What follows belongs to an exercise in optimizing a design on an open flow for small area, a short achievable clock period and few clock cycles; a production flow would make more cautious choices. Power and IR drop assume default switching activity.

## pcm_frame_to_s16_stereo_mono
module pcm_frame_to_s16_stereo_mono (
  input  logic                              clk_i,
  input  logic                              rst_ni,
  input  logic                              in_valid,
  output logic                              in_ready,
  input  logic [pfs_pkg::SAMPLE_W-1:0]      in_left_sample,
  input  logic [pfs_pkg::SAMPLE_W-1:0]      in_right_sample,
  input  logic                              in_silent,
  input  logic                              in_end_of_packet,
  output logic                              out_valid,
  input  logic                              out_ready,
  output logic signed [pfs_pkg::PCM16_W-1:0] out_left_pcm16,
  output logic signed [pfs_pkg::PCM16_W-1:0] out_right_pcm16,
  output logic signed [pfs_pkg::MONO_W-1:0]  out_mono_level,
  output logic                              out_last_of_packet,
  input  logic                              psel,
  input  logic                              penable,
  input  logic                              pwrite,
  input  logic [pfs_pkg::APB_AW-1:0]        paddr,
  input  logic [pfs_pkg::APB_DW-1:0]        pwdata,
  output logic [pfs_pkg::APB_DW-1:0]        prdata,
  output logic                              pready
);
  logic [pfs_pkg::FMT_W-1:0] fmt_q;
  logic             stereo_q;
  logic             v1_q, v2_q, rdy1, rdy2;
  logic [pfs_pkg::SAMPLE_W-1:0] right_word;
  logic [32:0]      xl, xr, xl_q, xr_q;
  logic             sl, sr, sl_q, sr_q;
  logic [2:0]       kl, kr;
  logic             last1_q, last2_q;
  logic signed [pfs_pkg::PCM16_W-1:0] l16_d, r16_d, l16_q, r16_q;
  logic signed [pfs_pkg::MONO_W-1:0]  mono_d, mono_q;
  assign pready = 1'b1;
  always_ff @(posedge clk_i or negedge rst_ni) begin
    if (!rst_ni) begin
      fmt_q    <= pfs_pkg::FMT_FLOAT32;
      stereo_q <= 1'b1;
    end else if (psel && penable && pwrite) begin
      if (paddr[2]) stereo_q <= pwdata[0];
      else          fmt_q    <= pwdata[pfs_pkg::FMT_W-1:0];
    end
  end
  ...
Size in the first run: ~1500 cells after synthesis, about 140 flip-flops, ~210 I/O pins.
==> module pfs_add, before the edit <==
module pfs_add #(parameter int N = 33) (
  input  logic [N-1:0] a_i,
  input  logic [N-1:0] b_i,
  input  logic         cin_i,
  output logic [N-1:0] sum_o,
  output logic         gtop_o    
);
  logic [N-1:0] p, g, gp, pp;
  always_comb begin
    p  = a_i ^ b_i;
    g  = a_i & b_i;
    gp = g;
    pp = p;
    for (int l = 0; (1 << l) < N; l++)
      for (int i = (2 << l) - 1; i < N; i += (2 << l)) begin
        gp[i] = gp[i] | (pp[i] & gp[i - (1 << l)]);
        pp[i] = pp[i] & pp[i - (1 << l)];
      end
    for (int l = 5; l >= 0; l--)
      if ((1 << l) < N)
        for (int i = (3 << l) - 1; i < N; i += (2 << l)) begin
          gp[i] = gp[i] | (pp[i] & gp[i - (1 << l)]);
          pp[i] = pp[i] & pp[i - (1 << l)];
        end
    sum_o[0] = p[0] ^ cin_i;
    for (int i = 1; i < N; i++) sum_o[i] = p[i] ^ (gp[i-1] | (pp[i-1] & cin_i));
    gtop_o = gp[N-2];
  end
endmodule
==> module pfs_merge, before the edit <==
module pfs_merge (
  input  logic [32:0]                        xl_i,
  input  logic                               sl_i,
  input  logic [32:0]                        xr_i,
  input  logic                               sr_i,
  output logic signed [pfs_pkg::MONO_W-1:0]  mono_o
);
  logic [33:0] xl, xr, sv, cv;
  logic [32:0] q;
  logic        gtop, neg, cin, sat;
  always_comb begin
    xl = {xl_i[32], xl_i};
    xr = {xr_i[32], xr_i};
    sv = xl ^ xr ^ {33'b0, sl_i};
    cv = {(xl[32:0] & xr[32:0]) | {32'b0, (xl[0] ^ xr[0]) & sl_i}, sr_i};
  end
  pfs_add #(33) u_add (.a_i(sv[33:1]), .b_i(cv[33:1]), .cin_i(cin), .sum_o(q), .gtop_o(gtop));
  always_comb begin
    neg = sv[33] ^ cv[33] ^ gtop;
    cin = (sv[0] & cv[0]) | ((sv[0] ^ cv[0]) & neg);
    sat = !xl_i[32] && xl_i[31] && !sl_i && !xr_i[32] && xr_i[31] && !sr_i;
    mono_o = sat ? 32'h7FFF_FFFF : q[31:0];
  end
endmodule
==> module pcm_frame_to_s16_stereo_mono, before the edit <==
module pcm_frame_to_s16_stereo_mono (
  input  logic                              clk_i,
  input  logic                              rst_ni,
  input  logic                              in_valid,
  output logic                              in_ready,
  input  logic [pfs_pkg::SAMPLE_W-1:0]      in_left_sample,
  input  logic [pfs_pkg::SAMPLE_W-1:0]      in_right_sample,
  input  logic                              in_silent,
  input  logic                              in_end_of_packet,
  output logic                              out_valid,
  input  logic                              out_ready,
  output logic signed [pfs_pkg::PCM16_W-1:0] out_left_pcm16,
  output logic signed [pfs_pkg::PCM16_W-1:0] out_right_pcm16,
  output logic signed [pfs_pkg::MONO_W-1:0]  out_mono_level,
  output logic                              out_last_of_packet,
  input  logic                              psel,
  input  logic                              penable,
  input  logic                              pwrite,
  input  logic [pfs_pkg::APB_AW-1:0]        paddr,
  input  logic [pfs_pkg::APB_DW-1:0]        pwdata,
  output logic [pfs_pkg::APB_DW-1:0]        prdata,
  output logic                              pready
);
  logic [pfs_pkg::FMT_W-1:0] fmt_q;
  logic             stereo_q;
  logic             v1_q, v2_q, rdy1, rdy2;
  logic [pfs_pkg::SAMPLE_W-1:0] right_word;
  logic [32:0]      xl, xr, xl_q, xr_q;
  logic             sl, sr, sl_q, sr_q;
  logic [2:0]       kl, kr;
  logic             last1_q, last2_q;
  logic signed [pfs_pkg::PCM16_W-1:0] l16_d, r16_d, l16_q, r16_q;
  logic signed [pfs_pkg::MONO_W-1:0]  mono_d, mono_q;
  assign pready = 1'b1;
  always_ff @(posedge clk_i or negedge rst_ni) begin
    if (!rst_ni) begin
      fmt_q    <= pfs_pkg::FMT_FLOAT32;
      stereo_q <= 1'b1;
    end else if (psel && penable && pwrite) begin
      if (paddr[2]) stereo_q <= pwdata[0];
      else          fmt_q    <= pwdata[pfs_pkg::FMT_W-1:0];
    end
  end
  assign prdata = paddr[2] ? {{(pfs_pkg::APB_DW-1){1'b0}}, stereo_q}
                           : {{(pfs_pkg::APB_DW-pfs_pkg::FMT_W){1'b0}}, fmt_q};
  assign right_word = stereo_q ? in_right_sample : in_left_sample;
  pfs_lane u_lane_l (.word_i(in_left_sample), .fmt_i(fmt_q), .zero_i(in_silent), .x_o(xl), .s_o(sl));
  pfs_lane u_lane_r (.word_i(right_word),     .fmt_i(fmt_q), .zero_i(in_silent), .x_o(xr), .s_o(sr));
  assign rdy2     = !v2_q || out_ready;
  assign rdy1     = !v1_q || rdy2;
  assign in_ready = rdy1;
  always_ff @(posedge clk_i or negedge rst_ni) begin
    if (!rst_ni) begin
      v1_q <= 1'b0;
      v2_q <= 1'b0;
    end else begin
      if (rdy1) v1_q <= in_valid;
      if (rdy2) v2_q <= v1_q;
    end
  end
  always_ff @(posedge clk_i) begin
    if (rdy1) begin
      xl_q    <= xl;
      sl_q    <= sl;
      xr_q    <= xr;
      sr_q    <= sr;
      last1_q <= in_end_of_packet;
    end
  end
  pfs_s16_step u_step_l (.x_i(xl_q), .s_i(sl_q), .k_o(kl));
  pfs_s16_step u_step_r (.x_i(xr_q), .s_i(sr_q), .k_o(kr));
  pfs_s16 u_s16_l (.x_i(xl_q[31:16]), .k_i(kl), .pcm16_o(l16_d));
  pfs_s16 u_s16_r (.x_i(xr_q[31:16]), .k_i(kr), .pcm16_o(r16_d));
  pfs_merge u_merge (
    .xl_i  (xl_q),
    .sl_i  (sl_q),
    .xr_i  (xr_q),
    .sr_i  (sr_q),
    .mono_o(mono_d)
  );
  always_ff @(posedge clk_i) begin
    if (rdy2) begin
      l16_q   <= l16_d;
      r16_q   <= r16_d;
      mono_q  <= mono_d;
      last2_q <= last1_q;
    end
  end
  assign out_valid          = v2_q;
  assign out_left_pcm16     = l16_q;
  assign out_right_pcm16    = r16_q;
  assign out_mono_level     = mono_q;
  assign out_last_of_packet = last2_q;
endmodule
==> flow/config.mk <==
export PLATFORM = sky130hd
export DESIGN_NAME = pcm_frame_to_s16_stereo_mono
export DESIGN_NICKNAME = pcm_frame_to_s16_stereo_mono
export VERILOG_FILES = /design/flow/design.v
export SDC_FILE = /design/flow/constraint.sdc
export NUM_CORES = 4
export LEC_CHECK = 0
export CAP_MARGIN = 20
export CORE_MARGIN = 2
export CORE_UTILIZATION = 40
export CTS_BUF_LIST = sky130_fd_sc_hd__clkbuf_8
export CTS_CLUSTER_SIZE = 30
export PLACE_DENSITY = 0.6
export SETUP_SLACK_MARGIN = 2.75
export SLEW_MARGIN = 20
==> flow/constraint.sdc <==
create_clock -name core_clock -period 6.5 [get_ports {clk_i}]
set_input_delay 1.3000 -clock core_clock [delete_from_list [all_inputs] [get_ports {clk_i}]]
set_output_delay 1.3000 -clock core_clock [all_outputs]
set_load 0.01 [all_outputs]
standard.sh (not shown) runs the stock make flow with config.mk's settings and CLKGATE_MAP_FILE= SYNTH_SCRIPT=/design/flow/synth_recipe.tcl, a recipe that flattens the netlist after the stock synthesis.
==> flow/flow/run.sh <==
#!/bin/bash
set -euo pipefail
export BUFFER_PORTS_ARGS="-buffer_cell sky130_fd_sc_hd__buf_1"
bash standard.sh > standard.log 2>&1
The starting point finished clean.
Next try:
--- a/flow/design.v
+++ b/flow/design.v
@@ -103,17 +103,12 @@
     g  = a_i & b_i;
     gp = g;
     pp = p;
     for (int l = 0; (1 << l) < N; l++)
-      for (int i = (2 << l) - 1; i < N; i += (2 << l)) begin
-        gp[i] = gp[i] | (pp[i] & gp[i - (1 << l)]);
-        pp[i] = pp[i] & pp[i - (1 << l)];
-      end
-    for (int l = 5; l >= 0; l--)
-      if ((1 << l) < N)
-        for (int i = (3 << l) - 1; i < N; i += (2 << l)) begin
-          gp[i] = gp[i] | (pp[i] & gp[i - (1 << l)]);
-          pp[i] = pp[i] & pp[i - (1 << l)];
+      for (int i = 0; i < N; i++)
+        if ((i >> l) & 1) begin
+          gp[i] = gp[i] | (pp[i] & gp[((i >> l) << l) - 1]);
+          pp[i] = pp[i] & pp[((i >> l) << l) - 1];
         end
     sum_o[0] = p[0] ^ cin_i;
     for (int i = 1; i < N; i++) sum_o[i] = p[i] ^ (gp[i-1] | (pp[i-1] & cin_i));
     gtop_o = gp[N-2];
@@ -123,13 +118,14 @@
   input  logic [32:0]                        xl_i,
   input  logic                               sl_i,
   input  logic [32:0]                        xr_i,
   input  logic                               sr_i,
-  output logic signed [pfs_pkg::MONO_W-1:0]  mono_o
+  output logic [31:0]                        mono_o,   
+  output logic                               sat_o     
 );
   logic [33:0] xl, xr, sv, cv;
   logic [32:0] q;
-  logic        gtop, neg, cin, sat;
+  logic        gtop, neg, cin;
   always_comb begin
     xl = {xl_i[32], xl_i};
     xr = {xr_i[32], xr_i};
     sv = xl ^ xr ^ {33'b0, sl_i};
@@ -138,10 +134,10 @@
   pfs_add #(33) u_add (.a_i(sv[33:1]), .b_i(cv[33:1]), .cin_i(cin), .sum_o(q), .gtop_o(gtop));
   always_comb begin
     neg = sv[33] ^ cv[33] ^ gtop;
     cin = (sv[0] & cv[0]) | ((sv[0] ^ cv[0]) & neg);
-    sat = !xl_i[32] && xl_i[31] && !sl_i && !xr_i[32] && xr_i[31] && !sr_i;
-    mono_o = sat ? 32'h7FFF_FFFF : q[31:0];
+    sat_o  = !xl_i[32] && xl_i[31] && !sl_i && !xr_i[32] && xr_i[31] && !sr_i;
+    mono_o = q[31:0];
   end
 endmodule
 module pcm_frame_to_s16_stereo_mono (
   input  logic                              clk_i,
@@ -174,9 +170,10 @@
   logic             sl, sr, sl_q, sr_q;
   logic [2:0]       kl, kr;
   logic             last1_q, last2_q;
   logic signed [pfs_pkg::PCM16_W-1:0] l16_d, r16_d, l16_q, r16_q;
-  logic signed [pfs_pkg::MONO_W-1:0]  mono_d, mono_q;
+  logic [31:0]      mono_d, mono_q;
+  logic             sat_d, sat_q;
   assign pready = 1'b1;
   always_ff @(posedge clk_i or negedge rst_ni) begin
     if (!rst_ni) begin
       fmt_q    <= pfs_pkg::FMT_FLOAT32;
@@ -220,20 +217,22 @@
     .xl_i  (xl_q),
     .sl_i  (sl_q),
     .xr_i  (xr_q),
     .sr_i  (sr_q),
-    .mono_o(mono_d)
+    .mono_o(mono_d),
+    .sat_o (sat_d)
   );
   always_ff @(posedge clk_i) begin
     if (rdy2) begin
       l16_q   <= l16_d;
       r16_q   <= r16_d;
       mono_q  <= mono_d;
+      sat_q   <= sat_d;
       last2_q <= last1_q;
     end
   end
   assign out_valid          = v2_q;
   assign out_left_pcm16     = l16_q;
   assign out_right_pcm16    = r16_q;
-  assign out_mono_level     = mono_q;
+  assign out_mono_level     = sat_q ? 32'sh7FFF_FFFF : $signed(mono_q);
   assign out_last_of_packet = last2_q;
 endmodule
What happened:
- The changed run ran to the end with no violations
- power decreases by 3.7%
- final area fell by 0.77%
- worst hold slack is about the same
- setup slack improved by 0.19 ns
- utilization came out lower by 1.6 points
- wire length grows by 1.9%
- count of clock-buffer cells in the layout rose by 1
- non-clock buffer count is lower by 27
- flip-flop and latch count increases by 1
- cell count drops by 0.65%
- synthesized area rises by 2.8%
- die area goes up by 2.7%
No run of this note included a check of the RTL's function; only the layout flow was run.

[separate check: timing with driven ports]
How much do the figures lean on ideal ports? The routed layouts below were timed once more, with nothing changed but the port constraints.
Step 1 sets driving cells, clkbuf_16 on the clock port and buf_2 on the other inputs (assumed; they add their load-dependent delay and slew).
Step 2 also shifts input and output timing later by t, the mid clock arrival at the registers, as if the neighbouring blocks saw the same clock.
Slacks: no drivers / after step 1 / after step 2; pairs: no drivers / after step 1.
| run | t, ns | setup slack, ns | latest minus earliest clock arrival (ns) | worst register clock-pin slew, ns |
|---|---|---|---|---|
| the first run | 0.508 | 2.558 / 2.558 / 2.331 | 0.027 / 0.027 | 0.10 / 0.10 |
| the second run | 0.526 | 2.746 / 2.773 / 2.248 | 0.021 / 0.021 | 0.10 / 0.10 |
After both steps every run listed still meets setup and hold. The setup slack of the second run, which loses most, moves by +0.027 ns with the drivers and by -0.498 ns with both steps.
